From an optimization exercise on the open Yosys and OpenROAD flow, aimed at small area, a short achievable clock period and few clock cycles; shortcuts taken in it are not production practice. RTL that was checked went through simulation tests only; none was proved equivalent to the original.

Design rast_top, start of the top module:
module rast_top (
    input  logic        clk,
    input  logic        arst_n,
    input  logic        tri_valid,
    input  logic [47:0] tri_x,
    input  logic [47:0] tri_y,
    input  logic [23:0] tri_color,
    input  logic [15:0] screen_w,
    input  logic [15:0] screen_h,
    input  logic [1:0]  sub_sample,
    output logic        halt,
    output logic        hit_valid,
    output logic [15:0] hit_x,
    output logic [15:0] hit_y,
    output logic [23:0] hit_color
);
    localparam int NS = rast_pkg::CHUNK;
    logic [1:0]  sub_q;
    logic [12:0] swm_q, shm_q;             
    logic [3:0]  lowm;
    always_comb begin
        case (sub_sample)
            2'd0:    lowm = 4'b1111;
            2'd1:    lowm = 4'b0111;
            2'd2:    lowm = 4'b0011;
            default: lowm = 4'b0001;
        endcase
    end
    always_ff @(posedge clk) begin
        sub_q <= sub_sample;
        swm_q <= screen_w[12:0] & ~{9'd0, lowm};
        shm_q <= screen_h[12:0] & ~{9'd0, lowm};
    end
    logic [12:0] step_s, step_ns;
    logic [13:0] mask_m;
    always_comb begin
        case (sub_q)
            2'd0:    begin step_s = 13'd16; mask_m = 14'h3ff0; end
            2'd1:    begin step_s = 13'd8;  mask_m = 14'h3ff8; end
            2'd2:    begin step_s = 13'd4;  mask_m = 14'h3ffc; end
            default: begin step_s = 13'd2;  mask_m = 14'h3ffe; end
        endcase
        step_ns = step_s << rast_pkg::CHUNK_LOG;
    end
    logic               s_ready, w_accept, w_idle;
    logic signed [28:0] e0_ld, e1_ld, e2_ld;
    logic signed [14:0] a0_ld, a1_ld, a2_ld, b0_ld, b1_ld, b2_ld;
    logic [12:0]        x_ld, y_ld, ym_ld, wsamp_ld;
    logic [23:0]        col_ld;
    bbox_setup u_setup (
        .clk, .arst_n, .tri_valid, .tri_x, .tri_y, .tri_color,
        .sub_q, .swm_q, .shm_q, .mask_m, .halt, .w_accept, .w_idle, .s_ready,
        .e0_ld, .e1_ld, .e2_ld, .a0_ld, .a1_ld, .a2_ld, .b0_ld, .b1_ld, .b2_ld,
        .x_ld, .y_ld, .ym_ld, .wsamp_ld, .col_ld
    );
  ...
Size in the first run: roughly 220 I/O pins, ~0.074 mm^2 of cells after synthesis.
export LEC_CHECK = 0
export ABC_CLOCK_PERIOD_IN_PS = 3500
export CAP_MARGIN = 20
export CORE_MARGIN = 2
export CORE_UTILIZATION = 55
export SETUP_SLACK_MARGIN = 5
export SLEW_MARGIN = 20
create_clock -name core_clock -period 9.0 [get_ports {clk}]
run.sh (not shown) runs the stock make flow with config.mk's settings and CLKGATE_MAP_FILE= SYNTH_SCRIPT=/design/flow/synth_recipe.tcl, a recipe that flattens the netlist after the stock synthesis.
Next try:
--- a/flow/design.v
+++ b/flow/design.v
@@ -257,32 +257,35 @@
     end
     logic signed [29:0] ef1;
     assign ef1 = ~acc1;                    
     always_comb begin
         case (sub_q)
             2'd0:    begin e0_ld = {{3{acc0[29]}}, acc0[29:4]}; e1_ld = {{3{ef1[29]}}, ef1[29:4]}; e2_ld = {{3{acc2[29]}}, acc2[29:4]}; end
             2'd1:    begin e0_ld = {{2{acc0[29]}}, acc0[29:3]}; e1_ld = {{2{ef1[29]}}, ef1[29:3]}; e2_ld = {{2{acc2[29]}}, acc2[29:3]}; end
             2'd2:    begin e0_ld = {{1{acc0[29]}}, acc0[29:2]}; e1_ld = {{1{ef1[29]}}, ef1[29:2]}; e2_ld = {{1{acc2[29]}}, acc2[29:2]}; end
             default: begin e0_ld = acc0[29:1]; e1_ld = ef1[29:1]; e2_ld = acc2[29:1]; end
         endcase
     end
-    logic [12:0] wbox;
+    logic [12:0] wbox, wsamp_q;
     assign wbox = bxm[12:0] - bx;
-    always_comb begin
-        case (sub_q)
-            2'd0:    wsamp_ld = {4'd0, wbox[12:4]};
-            2'd1:    wsamp_ld = {3'd0, wbox[12:3]};
-            2'd2:    wsamp_ld = {2'd0, wbox[12:2]};
-            default: wsamp_ld = {1'd0, wbox[12:1]};
-        endcase
+    always_ff @(posedge clk) begin
+        if (in_v && st == ST_DXY) begin
+            case (sub_q)
+                2'd0:    wsamp_q <= {4'd0, wbox[12:4]};
+                2'd1:    wsamp_q <= {3'd0, wbox[12:3]};
+                2'd2:    wsamp_q <= {2'd0, wbox[12:2]};
+                default: wsamp_q <= {1'd0, wbox[12:1]};
+            endcase
+        end
     end
+    assign wsamp_ld = wsamp_q;
     assign x_ld   = bx;
     assign y_ld   = by;
     assign ym_ld  = bym[12:0];
     assign col_ld = in_col;
 endmodule
 `timescale 1ns/10ps
 module sample_iterator #(
     parameter int NS = 4
 ) (
     input  logic               clk,
     input  logic               arst_n,
=> Via count is lower by 0.34%. Wire length rose by about 2.2%. Global-route usage rises by 0.77 points. Cell area hardly moves. Worst setup slack is better by 0.0057 ns. Maximum frequency is about the same. Sequential share of layout area climbs by 0.49 points. Hold slack is about the same. Cell count came out lower by 0.38%.
Testbench counts after the change, summed over its fixed seeds: cycles 18,444.
Function not checked in the first run of this note: the RTL went through the layout flow alone.

==> afterwards: timing with drivers on the ports <==
Ports are ideal in the flow. The routed layouts listed here were re-timed in OpenROAD.
Step 1: set_driving_cell puts a clkbuf_16 on clk and a buf_2 on each other input, an assumption about the parent block.
Step 2 moves the port delays by t, midway between the first and last clock arrival at a register: inputs arrive t later, outputs are due t later. That takes back most of the time a late clock gives input paths.
Three values: no drivers, after step 1, after step 2; two values: the first two.
| run | t, ns | setup WS [ns] | worst data-port slew with drivers (ns) | pins driven straight from the clock port |
|---|---|---|---|---|
| the first run | 0.834 | 5.001 / 5.001 / 4.365 | 0.05 | 1 |
| the second run | 0.832 | 5.007 / 5.007 / 4.389 | 0.06 | 1 |
After both steps setup and hold are still met in every run listed. For the first run, which loses most, drivers alone change the setup slack by 0.000 ns; drivers and shift together by -0.636 ns.
